Background: an optimization exercise with open tools, aiming at small area. Do not read the settings as production practice.
Only simulation tests tie the RTL to the original design; equivalence was not proved.
Power and IR drop assume default switching activity.

==> flow/design.v <==
`timescale 1ns/1ps
package wb_mux_pkg;
    typedef logic [31:0] wb_addr_t;
    typedef logic [31:0] wb_data_t;
    typedef logic [15:0] reg_offset_t;
    typedef logic [7:0] team_sel_t;
    typedef logic [16-1:0] gpio_vec_t;
    typedef enum logic {
        BUS_IDLE = 1'b0,
        BUS_ACK  = 1'b1
    } bus_state_t;
endpackage
`timescale 1ns/1ps
`timescale 1ns/1ps
`timescale 1ns/1ps
`timescale 1ns/1ps
`timescale 1ns/1ps
module wb_subsystem_top (
    input  logic                  wb_clk_i,
    input  logic                  rst_n_i,
    input  logic                  wbs_stb_i,
    input  logic                  wbs_we_i,
    input  wb_mux_pkg::wb_addr_t  wbs_adr_i,
    input  wb_mux_pkg::wb_data_t  wbs_dat_i,
    output logic                  wbs_ack_o,
    output wb_mux_pkg::wb_data_t  wbs_dat_o,
    input  wb_mux_pkg::wb_data_t  la_data_i,
    output wb_mux_pkg::wb_data_t  la_data_o,
    output wb_mux_pkg::wb_data_t  la_oen_o,
    input  wb_mux_pkg::gpio_vec_t gpio_in_i,
    output wb_mux_pkg::gpio_vec_t gpio_out_o,
    output wb_mux_pkg::gpio_vec_t gpio_oe_o
);
    logic [7:0]  team_sel;
    logic        in_designs, in_la, in_gpio;
    logic [4:1]  in_team;
    logic        mapped;
    logic        ofs_z, ofs0, ofs4, ofs8;
    assign team_sel   = wbs_adr_i[23:16];
    assign in_designs = (wbs_adr_i[31:24] == 8'h30);
    assign in_la      = (wbs_adr_i[31:16] == 16'h3100);
    assign in_gpio    = (wbs_adr_i[31:16] == 16'h3200);
    assign in_team[1] = in_designs && team_sel == 8'd1;
    assign in_team[2] = in_designs && team_sel == 8'd2;
    assign in_team[3] = in_designs && team_sel == 8'd3;
    assign in_team[4] = in_designs && team_sel == 8'd4;
    assign mapped     = in_la | in_gpio | (|in_team);
    assign ofs_z = (wbs_adr_i[15:4] == 12'h000) && (wbs_adr_i[1:0] == 2'b00);
    assign ofs0  = ofs_z && (wbs_adr_i[3:2] == 2'b00);
    assign ofs4  = ofs_z && (wbs_adr_i[3:2] == 2'b01);
    assign ofs8  = ofs_z && (wbs_adr_i[3:2] == 2'b10);
    logic        r_team, r_la, r_gpio;
    logic [1:0]  slot;
    logic [3:0]  slot_hit;    
    assign r_team = ~wbs_adr_i[25] & ~wbs_adr_i[24];
    assign r_la   = wbs_adr_i[24];
    assign r_gpio = wbs_adr_i[25];
    assign slot   = wbs_adr_i[17:16];
    assign slot_hit[0] = (slot == 2'd0);
    assign slot_hit[1] = (slot == 2'd1);
    assign slot_hit[2] = (slot == 2'd2);
    assign slot_hit[3] = (slot == 2'd3);
    logic ack_q;
    logic access;
    assign access = wbs_stb_i & mapped & ~ack_q;
    always_ff @(posedge wb_clk_i or negedge rst_n_i) begin
        if (!rst_n_i) ack_q <= 1'b0;
        else          ack_q <= access;
    end
    assign wbs_ack_o = ack_q;
    logic wr;
    assign wr = access & wbs_we_i;
    logic [31:0] la_data_q, la_oen_q;
    always_ff @(posedge wb_clk_i or negedge rst_n_i) begin
        if (!rst_n_i) begin
            la_data_q <= '0;
            la_oen_q  <= '0;
        end else begin
            if (wr && r_la && ofs0) la_data_q <= wbs_dat_i;
            if (wr && r_la && ofs4) la_oen_q  <= wbs_dat_i;
        end
    end
    assign la_data_o = la_data_q;
    assign la_oen_o  = la_oen_q;
    logic [15:0] gpio_out_q, gpio_oe_q;
    logic [15:0] gpio_meta_q, gpio_sync_q;
    logic [1:0]  sync_live_q;    
    always_ff @(posedge wb_clk_i or negedge rst_n_i) begin
        if (!rst_n_i) begin
            gpio_out_q <= '0;
            gpio_oe_q  <= '0;
        end else begin
            if (wr && r_gpio && ofs0) gpio_out_q <= wbs_dat_i[15:0];
            if (wr && r_gpio && ofs4) gpio_oe_q  <= wbs_dat_i[15:0];
        end
    end
    always_ff @(posedge wb_clk_i) begin
        gpio_meta_q <= gpio_in_i;
        gpio_sync_q <= gpio_meta_q;
    end
    always_ff @(posedge wb_clk_i or negedge rst_n_i) begin
        if (!rst_n_i) sync_live_q <= 2'b00;
        else          sync_live_q <= {sync_live_q[0], 1'b1};
    end
    assign gpio_out_o = gpio_out_q;
    assign gpio_oe_o  = gpio_oe_q;
    logic [31:0] scratch_q [4];
    logic [31:0] count_q   [4];
    logic [3:0]  scratch_live_q, count_live_q;
    logic [3:0]  scr_rd, cnt_rd;
    logic [31:0] scratch_sel, count_sel, count_next;
    for (genvar i = 0; i < 4; i++) begin : g_sel
        assign scr_rd[i] = slot_hit[i] & scratch_live_q[i];
        assign cnt_rd[i] = slot_hit[i] & count_live_q[i];
    end
    always_comb begin
        scratch_sel = '0;
        count_sel   = '0;
        for (int i = 0; i < 4; i++) begin
            scratch_sel = scratch_sel | (scratch_q[i] & {32{scr_rd[i]}});
            count_sel   = count_sel   | (count_q[i]   & {32{cnt_rd[i]}});
        end
    end
    logic [7:0]  grp_ones;
    logic [7:0]  grp_cin;
    logic [31:0] inc_carry, count_inc;
    for (genvar g = 0; g < 8; g++) begin : g_grp
        assign grp_ones[g] = &count_sel[4*g +: 4];
        if (g == 0) begin : g_first
            assign grp_cin[g] = 1'b1;
        end else begin : g_rest
            assign grp_cin[g] = &grp_ones[g-1:0];
        end
        for (genvar b = 0; b < 4; b++) begin : g_bit
            if (b == 0) begin : g_b0
                assign inc_carry[4*g+b] = grp_cin[g];
            end else begin : g_bn
                assign inc_carry[4*g+b] = grp_cin[g] & (&count_sel[4*g +: b]);
            end
        end
    end
    assign count_inc  = count_sel ^ inc_carry;
    assign count_next = (wbs_we_i && ofs8) ? wbs_dat_i : count_inc;
    for (genvar i = 0; i < 4; i++) begin : g_team
        logic hit;
        assign hit = access & r_team & slot_hit[i];
        always_ff @(posedge wb_clk_i) begin
            if (hit && wbs_we_i && ofs0) scratch_q[i] <= wbs_dat_i;
            if (hit)                     count_q[i]   <= count_next;
        end
        always_ff @(posedge wb_clk_i or negedge rst_n_i) begin
            if (!rst_n_i) begin
                scratch_live_q[i] <= 1'b0;
                count_live_q[i]   <= 1'b0;
            end else begin
                if (hit && wbs_we_i && ofs0) scratch_live_q[i] <= 1'b1;
                if (hit)                     count_live_q[i]   <= 1'b1;
            end
        end
    end
    logic [31:0] rd_word, rd_q;
    logic [31:0] team_id;
    assign team_id = {29'd0, slot_hit[0], slot[1], slot[0]};
    logic [3:0] sel_scr;
    logic       sel_cnt, sel_id, sel_lad, sel_lao, sel_lai, sel_go, sel_goe, sel_gi;
    for (genvar i = 0; i < 4; i++) begin : g_rsel
        assign sel_scr[i] = r_team & ofs0 & scr_rd[i];
    end
    assign sel_cnt = r_team & ofs8;
    assign sel_id  = r_team & ofs4;
    assign sel_lad = r_la & ofs0;
    assign sel_lao = r_la & ofs4;
    assign sel_lai = r_la & ofs8;
    assign sel_go  = r_gpio & ofs0;
    assign sel_goe = r_gpio & ofs4;
    assign sel_gi  = r_gpio & ofs8 & sync_live_q[1];
    always_comb begin
        rd_word = (count_sel & {32{sel_cnt}})
                | (team_id   & {32{sel_id}})
                | (la_data_q & {32{sel_lad}})
                | (la_oen_q  & {32{sel_lao}})
                | (la_data_i & {32{sel_lai}})
                | ({16'd0, gpio_out_q}  & {32{sel_go}})
                | ({16'd0, gpio_oe_q}   & {32{sel_goe}})
                | ({16'd0, gpio_sync_q} & {32{sel_gi}});
        for (int i = 0; i < 4; i++)
            rd_word = rd_word | (scratch_q[i] & {32{sel_scr[i]}});
    end
    always_ff @(posedge wb_clk_i) begin
        rd_q <= rd_word;
    end
    assign wbs_dat_o = rd_q;
endmodule
clock: 6.0 ns
lec_check: 0
cap_margin: 0
core_margin: 2
core_utilization: 75
slew_margin: 0
standard.sh (not shown) runs the stock make flow with config.mk's settings and CLKGATE_MAP_FILE= SYNTH_SCRIPT=/design/flow/synth_recipe.tcl, a recipe that flattens the netlist after the stock synthesis.
==> flow/flow/run.sh <==
#!/bin/bash
# The standard ORFS layout with three changes:
#  - synthesis maps logic with an area-oriented ABC script (flow/area.abc);
#  - ports are buffered with the smallest buffer;
#  - clock tree synthesis uses small clock buffers and no dummy loads.
set -euo pipefail
export AREA_ABC_SCRIPT=$PWD/flow/area.abc
bash standard.sh \
  "SYNTH_SCRIPT=$PWD/flow/synth.tcl" \
  "BUFFER_PORTS_ARGS=-buffer_cell sky130_fd_sc_hd__buf_1" \
  "CTS_ARGS=-sink_clustering_enable -repair_clock_nets -dont_use_dummy_load -buf_list sky130_fd_sc_hd__clkbuf_8 -sink_clustering_size 20 -sink_clustering_max_diameter 50" \
  finish > layout.log 2>&1
==> flow/flow/area.abc <==
strash
dc2
dc2
dch -f
amap
topo
==> flow/flow/synth.tcl <==
# synth_recipe.tcl with one change: ABC maps the combinational logic with
# the area-oriented script in area.abc (flip-flops are mapped before ABC
# runs and keep their names and cell types).
proc synth {args} { yosys synth -nofsm -noshare {*}$args }
proc abc {args} {
  set i [lsearch -exact $args -script]
  if { $i >= 0 } { lset args [expr {$i + 1}] $::env(AREA_ABC_SCRIPT) }
  yosys abc {*}$args
}
source $::env(SCRIPTS_DIR)/synth.tcl
# left out here: clear keep_hierarchy, flatten, clean up, hide names made inside functions, write 1_2_yosys.v
The starting point finished with timing, DRC and antenna clean.
Then changed:
--- a/flow/config.mk
+++ b/flow/config.mk
@@ -8 +8 @@
-export CAP_MARGIN = 0
+export CAP_MARGIN = 20
@@ -10,2 +10,2 @@
-export CORE_UTILIZATION = 75
-export SLEW_MARGIN = 0
+export CORE_UTILIZATION = 65
+export SLEW_MARGIN = 20
=> Worst setup slack is worse by 0.066 ns; routed wire length shrinks by a few percent; power grows slightly; combinational power shrinks slightly; final cell count grows by a few percent; design area grows slightly; clock power grows by a few percent; sequential power stays flat; via count shrinks by a few percent; utilization shrinks by 11 points.
Then changed:
==> flow/flow/run.sh (replaced) <==
#!/bin/bash
# The standard ORFS layout (standard.sh) with these changes:
#  - synthesis maps the logic with the area-oriented ABC script in
#    flow/area.abc (flow/synth.tcl; flip-flops are mapped before ABC runs,
#    so their names and cell types are the standard synthesis's);
#  - ports are buffered with the smallest buffer, buf_1;
#  - clock tree synthesis uses clkbuf_16 buffers in clusters of up to 30
#    sinks and inserts no dummy loads.
# The whole make output goes to layout.log; ORFS keeps each step's log
# under orfs/logs/.
set -euo pipefail
export AREA_ABC_SCRIPT=$PWD/flow/area.abc
bash standard.sh \
  "SYNTH_SCRIPT=$PWD/flow/synth.tcl" \
  "BUFFER_PORTS_ARGS=-buffer_cell sky130_fd_sc_hd__buf_1" \
  "CTS_ARGS=-sink_clustering_enable -repair_clock_nets -dont_use_dummy_load -buf_list sky130_fd_sc_hd__clkbuf_16 -sink_clustering_size 30 -sink_clustering_max_diameter 70" \
  finish > layout.log 2>&1
--- a/flow/config.mk
+++ b/flow/config.mk
@@ -8 +8 @@
-export CAP_MARGIN = 20
+export CAP_MARGIN = 0
@@ -10,2 +10,2 @@
-export CORE_UTILIZATION = 65
-export SLEW_MARGIN = 20
+export CORE_UTILIZATION = 70
+export SLEW_MARGIN = 0
- global-route usage is higher by 2.8 points
- die area is lower by 7.0%
- final cell count is lower by 3.1%
- sequential power is about the same
- sequential share of layout area is higher by 0.52 points
- count of clock-buffer cells in the layout is lower by 18
- flip-flop and latch count does not change
- wire length is higher by 1.0%
Then changed:
--- a/flow/flow/run.sh
+++ b/flow/flow/run.sh
@@ -6,0 +7 @@
+#  - data buffers larger than buf_2 are not used;
@@ -12,0 +14,2 @@
+# The platform's config.mk appends its own list to this one
+export DONT_USE_CELLS="sky130_fd_sc_hd__buf_4 sky130_fd_sc_hd__buf_6 sky130_fd_sc_hd__buf_8 sky130_fd_sc_hd__buf_12 sky130_fd_sc_hd__buf_16 sky130_fd_sc_hd__bufbuf_8 sky130_fd_sc_hd__bufbuf_16"
--- a/flow/config.mk
+++ b/flow/config.mk
@@ -10 +10 @@
-export CORE_UTILIZATION = 70
+export CORE_UTILIZATION = 65
=> The new run passed the timing, design-rule and antenna checks; count of clock-buffer cells in the layout does not change; sequential share of layout area hardly moves; non-clock buffer count went down by 10; via count went down by 3.2%; final cell count went up by 1.8%; die area went up by 7.5%; global-route usage went down by 3.3 points.
Then changed:
==> flow/flow/run.sh (replaced) <==
#!/bin/bash
# The standard ORFS layout with three changes:
#  - synthesis maps logic with an area-oriented ABC script (flow/area.abc);
#  - ports are buffered with the smallest buffer;
#  - clock tree synthesis uses small clock buffers and no dummy loads.
set -euo pipefail
export AREA_ABC_SCRIPT=$PWD/flow/area.abc
bash standard.sh \
  "SYNTH_SCRIPT=$PWD/flow/synth.tcl" \
  "BUFFER_PORTS_ARGS=-buffer_cell sky130_fd_sc_hd__buf_1" \
  "CTS_ARGS=-sink_clustering_enable -repair_clock_nets -dont_use_dummy_load -buf_list sky130_fd_sc_hd__clkbuf_16 -sink_clustering_size 30 -sink_clustering_max_diameter 70" \
  finish > layout.log 2>&1
What happened: Synthesized cell count is unchanged. Critical path depth stays the same. Maximum frequency stays the same. Non-clock buffer count stays the same. Via count does not change.

## separate check: timing with driven ports
How much do the figures lean on ideal ports? The routed layouts below were timed once more, with nothing changed but the port constraints. Step 1 assumes that a clkbuf_16 drives the clock port and a buf_2 every other input. Step 2 moves the port delays by t, midway between the first and last clock arrival at a register: inputs arrive t later, outputs are due t later. That takes back most of the time a late clock gives input paths. Three values: no drivers, after step 1, after step 2; two values: the first two.
| run | shift t [ns] | setup WS [ns] | worst setup path after step 2 | cell pins on the clock port's net |
|---|---|---|---|---|
| the first run | 0.569 | 0.418 / 0.435 / -0.134 | input to register | 1 |
| the second run | 0.576 | 0.352 / 0.374 / -0.202 | input to register | 1 |
| the third run | 0.564 | 0.489 / 0.518 / -0.045 | input to register | 1 |
| the fourth run | 0.557 | 0.470 / 0.497 / -0.060 | input to register | 1 |
| the fifth run | 0.557 | 0.470 / 0.497 / -0.060 | input to register | 1 |
With both steps, setup timing fails in every run listed, where it was met with ideal ports. For the second run, which loses most, drivers alone change the setup slack by +0.022 ns; drivers and shift together by -0.554 ns.
